Background: an optimization exercise with open tools, aiming at small area, a short achievable clock period and few clock cycles. Do not read the settings as production practice.
Function was checked by simulation only, so behaviour that the tests miss may differ from the original.
Power figures rest on the tool's default switching activity, not on a simulated workload.

== garnet ==
## tri_raster_seq
module tri_raster_seq #(
    parameter int CW = 12
) (
    input  logic            clk,
    input  logic            rst,
    input  logic            tri_valid,
    output logic            tri_ready,
    input  logic [CW-1:0]   ptAX,
    input  logic [CW-1:0]   ptAY,
    input  logic [CW-1:0]   ptBX,
    input  logic [CW-1:0]   ptBY,
    input  logic [CW-1:0]   pt3X,
    input  logic [CW-1:0]   pt3Y,
    output logic            pix_valid,
    input  logic            pix_ready,
    output logic [CW-1:0]   pix_x,
    output logic [CW-1:0]   pix_y,
    output logic            done,
    output logic [2*CW:0]   pix_count
);
    logic          v_loaded;                  
    logic          v_new, v_new2;             
    logic [CW-1:0] pax, pay, pbx, pby, pcx, pcy;   
    logic [2:0]    ts, ms, bs;                
    logic [CW-1:0] tx, ty, mx, my, bx, by;    
    logic          v_even;                    
    logic          v_flat, v_horiz;           
    logic          w_act, w_first, w_pendT, w_atM, w_last, w_lil;
    logic [CW-1:0] w_y;
    logic [CW-1:0] xl_q, xs_q;                
    logic signed [CW:0] rl_q, rs_q;           
    logic [CW-1:0] nul_q, nus_q;              
    logic          dnl_q, dns_q;              
    logic [CW-1:0] dyl_q, dys_q;              
    logic          e_valid, e_last;
    logic [CW-1:0] e_x, e_r, e_y;
    logic          done_q, neg_pend;
    logic [2*CW:0] cnt_q;
    logic [2*CW-1:0] ka, kb, kc;
    logic ab_q, bc_q, ac_q, eab_q, ebc_q, eac_q, cv_q;
    logic [2:0] s_ts, s_ms, s_bs;
    logic s_even, s_flat, s_horiz;
    always_comb begin
        ka = {ptAY, ptAX};
        kb = {ptBY, ptBX};
        kc = {pt3Y, pt3X};
        if (ab_q && bc_q) begin
  ...
==> flow/config.mk <==
export PLATFORM = sky130hd
export DESIGN_NAME = tri_raster_seq
export DESIGN_NICKNAME = tri_raster_seq
export VERILOG_FILES = /design/flow/design.v
export SDC_FILE = /design/flow/constraint.sdc
export NUM_CORES = 4
export LEC_CHECK = 0
export CAP_MARGIN = 20
export CORE_MARGIN = 2
export CORE_UTILIZATION = 40
export PLACE_DENSITY = 0.6
export SLEW_MARGIN = 20
==> flow/constraint.sdc <==
create_clock -name core_clock -period 11.0 [get_ports {clk}]
set_input_delay 2.2000 -clock core_clock [delete_from_list [all_inputs] [get_ports {clk}]]
set_output_delay 2.2000 -clock core_clock [all_outputs]
set_load 0.01 [all_outputs]
standard.sh (not shown) runs the stock make flow with config.mk's settings and CLKGATE_MAP_FILE= SYNTH_SCRIPT=/design/flow/synth_recipe.tcl, a recipe that flattens the netlist after the stock synthesis.
==> flow/flow/run.sh <==
#!/bin/bash
# The standard layout, with repair_timing aiming for extra setup slack and the smallest
# buffer cell on the ports (the clock period and the constraints stay the design's).
# make's output goes to standard.log; each ORFS step keeps its own log under orfs/logs.
bash standard.sh SETUP_SLACK_MARGIN=7 'BUFFER_PORTS_ARGS=-buffer_cell sky130_fd_sc_hd__buf_1' finish > standard.log 2>&1
garnet ended with every stage complete and zero timing, DRC or antenna violations.
Testbench counts of garnet, summed over its fixed seeds: cycles 26,927.
The following lists how lagoon was set up differently from garnet:
-- flow/flow/run.sh --
<<< garnet, line 5
bash standard.sh SETUP_SLACK_MARGIN=7 'BUFFER_PORTS_ARGS=-buffer_cell sky130_fd_sc_hd__buf_1' finish > standard.log 2>&1
>>> lagoon, line 5
bash standard.sh SETUP_SLACK_MARGIN=7.5 ABC_AREA=1 'BUFFER_PORTS_ARGS=-buffer_cell sky130_fd_sc_hd__buf_1' finish > standard.log 2>&1
Findings:
Lower design area among lagoon and garnet: garnet
Min internal power across lagoon and garnet: garnet
In the reports for lagoon and garnet, the larger number of rows created at floorplan belongs to lagoon.
Going from garnet to lagoon, fmax grew by a little under 10%.
On lagoon: final cell count is about 20% higher than what garnet gave.
lagoon vs garnet — half-perimeter wire length after placement climbed by more than 10%
First-iteration DRC count: lagoon lower than garnet
Going from garnet to lagoon, setup fix buffers added after clock tree synthesis grew by more than a quarter.
Sequential share of layout area for lagoon: 1.4 points down relative to garnet
Of the two values seen for top power consumer group, sequential cells was produced by garnet and combinational cells by lagoon.
Setup WNS garnet -> lagoon: better
[inputs] xenon vs lagoon
-- flow/flow/run.sh --
<<< lagoon, line 5
bash standard.sh SETUP_SLACK_MARGIN=7.5 ABC_AREA=1 'BUFFER_PORTS_ARGS=-buffer_cell sky130_fd_sc_hd__buf_1' finish > standard.log 2>&1
>>> xenon, line 5
bash standard.sh SETUP_SLACK_MARGIN=7 ABC_AREA=1 CORE_UTILIZATION=52 PLACE_DENSITY=0.68 'BUFFER_PORTS_ARGS=-buffer_cell sky130_fd_sc_hd__buf_1' finish > standard.log 2>&1
Results
Of xenon and lagoon, it is xenon that has the lower total design power.
Cmp xenon vs lagoon: length of routed wiring on met1 lower in xenon
xenon vs. lagoon: number of buffers inserted by post-CTS setup repair went down by 28.
Compare xenon and lagoon | multi-input gate share of total cell area lower: lagoon
Of xenon and lagoon, lagoon shows the higher combinational group share of total power, with xenon below it.
Cell area after placement, xenon and lagoon, higher one = lagoon.
Taking lagoon as the reference, in xenon minimum setup slack after placement now smaller; length of routed met2 wiring now smaller; number of tap cells added at floorplan now smaller.
For willow, these inputs were changed with respect to xenon:
-- flow/flow/run.sh --
<<< xenon, line 5
bash standard.sh SETUP_SLACK_MARGIN=7 ABC_AREA=1 CORE_UTILIZATION=52 PLACE_DENSITY=0.68 'BUFFER_PORTS_ARGS=-buffer_cell sky130_fd_sc_hd__buf_1' finish > standard.log 2>&1
>>> willow, line 5
bash standard.sh SETUP_SLACK_MARGIN=8 ABC_AREA=1 'BUFFER_PORTS_ARGS=-buffer_cell sky130_fd_sc_hd__buf_1' finish > standard.log 2>&1
Notes after the runs:
- All of xenon and willow finish clean.
- Diff xenon -> willow | area after detailed placement | up by a few percent
- Cell area | willow vs xenon | willow larger
- Compared with xenon, willow shows a higher final-layout worst hold slack.
- The maximum achievable frequency of willow is higher than that of xenon.
- Re logic depth of the worst setup path including buffers: no difference whatsoever between willow and xenon.
- Against xenon, minimum setup slack in the final design in willow came out better.
- Measured against each other, xenon and willow differ in worst vdd rail ir drop, the lower figure coming from xenon.
- Going from xenon to willow, area taken by flip-flops and latches grew slightly.
- Side by side, non-clock buffer count turned out higher in willow than in xenon.
- On wire length, the lower figure sits with xenon, not willow.

-- port drivers added, routing unchanged --
Ports are ideal in the flow. The routed layouts listed here were re-timed in OpenROAD. Step 1 assumes that a clkbuf_16 drives the clock port and a buf_2 every other input. Step 2 times the ports against the registers' clock, not the clock port: input delays grow and output delays shrink by t, the midpoint of the rising clock arrivals with the driver on. a / b / c = ideal / step 1 / step 2; a / b = the first two.
run	shift t [ns]	setup slack, ns	worst setup path after step 2	worst register clock-pin slew, ns	worst slew at a driven data input, ns
garnet	0.603	7.063 / 7.004 / 6.556	input to register	0.07 / 0.07	0.06
lagoon	0.608	7.327 / 7.269 / 7.017	input to register	0.06 / 0.06	0.07
xenon	0.639	7.081 / 7.025 / 6.694	input to register	0.07 / 0.07	0.04
willow	0.616	7.291 / 7.227 / 7.097	input to register	0.07 / 0.07	0.07
After both steps every run listed still meets setup and hold. For garnet, which loses most, drivers alone change the setup slack by -0.059 ns; drivers and shift together by -0.507 ns.
